From an optimization exercise on the open Yosys and OpenROAD flow, aimed at small area; shortcuts taken in it are not production practice.
In this exercise RTL edits were held to simulation tests only and were not proved equivalent to the original.
Power figures rest on the tool's default switching activity, not on a simulated workload.

## wm_pixel_window
module wm_pixel_window #(
  parameter int IMG_W   = 256,
  parameter int IMG_H   = 256,
  parameter int WM_SYMS = 4096
) (
  input  logic       clk,
  input  logic       rst_n,
  input  logic       start,
  input  logic [7:0] pix_in,
  input  logic       pix_valid,
  output logic       pix_ready,
  input  logic [7:0] wm_byte,
  input  logic       wm_valid,
  output logic       wm_ready,
  output logic [7:0] data1,
  output logic [7:0] data2,
  output logic [7:0] data3,
  output logic [7:0] data4,
  output logic [1:0] wm_data,
  output logic       out_valid,
  output logic       busy,
  output logic       frame_done
);
  localparam int CW = $clog2(IMG_W);
  localparam int RW = $clog2(IMG_H);
  localparam int SR_LEN = IMG_W + 1;    
  logic          r_busy;
  logic [RW-1:0] r_row;
  logic [CW-1:0] r_col;
  logic          r_sym_avail;
  logic [7:0]    r_wm_byte;
  logic          r_win;                 
  logic [7:0]    r_sr [1:SR_LEN];
  ...
For scale: roughly 2100 flip-flops, about 60 I/O pins, ~64000 µm² of cells after synthesis.
Settings: LEC_CHECK=0, CAP_MARGIN=10, CORE_MARGIN=2, CORE_UTILIZATION=60, PLACE_DENSITY=0.65, SLEW_MARGIN=10; clock period 6.0 ns.
standard.sh (not shown) runs the stock make flow with config.mk's settings and CLKGATE_MAP_FILE= SYNTH_SCRIPT=/design/flow/synth_recipe.tcl, a recipe that flattens the netlist after the stock synthesis.
==> flow/flow/run.sh <==
#!/bin/bash
# Standard synthesis and layout, with a leaner clock tree (small buffers, larger sink
# clusters, no dummy loads) and the smallest buffer on the ports. Each tool's log is
# under orfs/logs; the whole output of the make run goes to standard.log.
set -euo pipefail
export CTS_ARGS="-sink_clustering_enable -repair_clock_nets -dont_use_dummy_load -sink_clustering_size 20 -sink_clustering_max_diameter 60 -buf_list sky130_fd_sc_hd__clkbuf_8"
export BUFFER_PORTS_ARGS="-buffer_cell sky130_fd_sc_hd__buf_1"
bash standard.sh > standard.log 2>&1
Rerun with:
CORE_UTILIZATION = 65   (was 60)
PLACE_DENSITY = 0.75   (was 0.65)
Final area is lower by 0.60%.
Combinational power rises by about 0.9%.
Area after synthesis is unchanged.
Power is lower by 1.4%.
Clock power falls by 5.9%.
Global-route usage rises by 1.1 points.
Critical path depth stays the same.
Sequential cell count stays the same.
Worst setup slack is better by 0.017 ns.
Synthesized cell count is unchanged.
Via count hardly moves.
Rerun with:
==> flow/run.sh (new file) <==
#!/bin/bash
# synth_recipe.tcl (not shown) runs the flow's synth.tcl, then flattens the netlist and writes it again
# the make line also repeats each setting of config.mk as NAME=value (left out here)
make -C /OpenROAD-flow-scripts/flow DESIGN_CONFIG=/design/flow/config.mk WORK_HOME=/design/flow/orfs CLKGATE_MAP_FILE= SYNTH_SCRIPT=/design/flow/synth_recipe.tcl finish
CAP_MARGIN = 20   (was 10)
CORE_UTILIZATION = 40   (was 65)
PLACE_DENSITY = unset   (was 0.75)
SLEW_MARGIN = 20   (was 10)
removed: flow/flow/run.sh
removed: flow/standard.sh
=> Count of clock-buffer cells in the layout increases by 124; setup slack gets worse by 0.43 ns; via count increases by 3.9%; hold slack gets better by 0.041 ns; total power increases by 30%; final cell count increases by 28%; synthesized area does not change; final area increases by 9.0%.
Rerun with:
==> flow/flow/run.sh (new file) <==
#!/bin/bash
# Standard synthesis and layout, with a leaner clock tree (small buffers, no dummy loads)
# and the smallest buffer on the ports. Each tool's log is under orfs/logs; the whole
# output of the make run goes to standard.log.
set -euo pipefail
export CTS_ARGS="-sink_clustering_enable -repair_clock_nets -dont_use_dummy_load -sink_clustering_size 20 -buf_list sky130_fd_sc_hd__clkbuf_4"
export BUFFER_PORTS_ARGS="-buffer_cell sky130_fd_sc_hd__buf_1"
bash standard.sh > standard.log 2>&1
==> flow/standard.sh (new file) <==
#!/bin/bash
# synth_recipe.tcl (not shown) runs the flow's synth.tcl, then flattens the netlist and writes it again
# the make line also repeats each setting of config.mk as NAME=value (left out here)
make -C /OpenROAD-flow-scripts/flow DESIGN_CONFIG=/design/flow/config.mk WORK_HOME=/design/flow/orfs CLKGATE_MAP_FILE= SYNTH_SCRIPT=/design/flow/synth_recipe.tcl "${@:-finish}"
CAP_MARGIN = 10   (was 20)
CORE_UTILIZATION = 55   (was 40)
PLACE_DENSITY = 0.7   (was unset)
SLEW_MARGIN = 10   (was 20)
removed: flow/run.sh
What happened: Routed wire length is lower by 1.4%. Non-clock buffer count grows by 10. Register-to-register slack gets worse by 0.22 ns. Area after synthesis stays the same. Total power shrinks by 14%. Via count came out higher by about 5%. Synthesized cell count stays the same. Worst setup slack improved by 0.017 ns. Global-route usage grows by 3.6 points.
Rerun with:
==> flow/run.sh (new file) <==
#!/bin/bash
# synth_recipe.tcl (not shown) runs the flow's synth.tcl, then flattens the netlist and writes it again
# the make line also repeats each setting of config.mk as NAME=value (left out here)
make -C /OpenROAD-flow-scripts/flow DESIGN_CONFIG=/design/flow/config.mk WORK_HOME=/design/flow/orfs CLKGATE_MAP_FILE= SYNTH_SCRIPT=/design/flow/synth_recipe.tcl finish
ABC_AREA = 1   (was unset)
CAP_MARGIN = 20   (was 10)
CORE_UTILIZATION = 75   (was 55)
PLACE_DENSITY = 0.85   (was 0.7)
SLEW_MARGIN = 20   (was 10)
removed: flow/flow/run.sh
removed: flow/standard.sh
After rerunning:
- Now the flow died in clock tree synthesis (4_1_cts)
- synthesized cell count went up by 3.8%
- area after synthesis barely changes
Rerun with:
==> flow/flow/run.sh (new file) <==
#!/bin/bash
# Standard synthesis and layout, with a leaner clock tree (small buffers, larger sink
# clusters, no dummy loads) and the smallest buffer on the ports. Each tool's log is
# under orfs/logs; the whole output of the make run goes to standard.log.
set -euo pipefail
export CTS_ARGS="-sink_clustering_enable -repair_clock_nets -dont_use_dummy_load -sink_clustering_size 20 -sink_clustering_max_diameter 60 -buf_list sky130_fd_sc_hd__clkbuf_8"
export BUFFER_PORTS_ARGS="-buffer_cell sky130_fd_sc_hd__buf_1"
bash standard.sh > standard.log 2>&1
==> flow/standard.sh (new file) <==
#!/bin/bash
# synth_recipe.tcl (not shown) runs the flow's synth.tcl, then flattens the netlist and writes it again
# the make line also repeats each setting of config.mk as NAME=value (left out here)
make -C /OpenROAD-flow-scripts/flow DESIGN_CONFIG=/design/flow/config.mk WORK_HOME=/design/flow/orfs CLKGATE_MAP_FILE= SYNTH_SCRIPT=/design/flow/synth_recipe.tcl "${@:-finish}"
ABC_AREA = unset   (was 1)
CAP_MARGIN = 10   (was 20)
CORE_UTILIZATION = 70   (was 75)
PLACE_DENSITY = 0.8   (was 0.85)
SLEW_MARGIN = 10   (was 20)
removed: flow/run.sh
What happened:
- This time the run produced a clean layout
- synthesized area hardly moves
- synthesized cell count drops by a few percent

[what the ideal ports hide]
No port has a modelled driver above. Below, the same layouts with a new extraction and two added sets of constraints.
Step 1, drivers: a clkbuf_16 drives clk and a buf_2 each remaining input, both assumed.
Step 2 moves the port delays by t, midway between the first and last clock arrival at a register: inputs arrive t later, outputs are due t later. That takes back most of the time a late clock gives input paths.
Slacks: ideal / step 1 / step 2; pairs: ideal / step 1.
run | shift t [ns] | setup slack, ns | hold slack, ns
the first run | 0.838 | 2.083 / 2.017 / 2.191 | 0.361 / 0.361 / 0.361
the second run | 0.819 | 2.100 / 2.034 / 2.344 | 0.341 / 0.341 / 0.341
the third run | 0.843 | 1.671 / 1.602 / 2.229 | 0.382 / 0.382 / 0.382
the fourth run | 1.199 | 1.687 / 1.624 / 2.275 | 0.252 / 0.228 / 0.321
the sixth run | 0.819 | 2.090 / 2.027 / 2.357 | 0.374 / 0.374 / 0.374
After both steps every run listed still meets setup and hold.
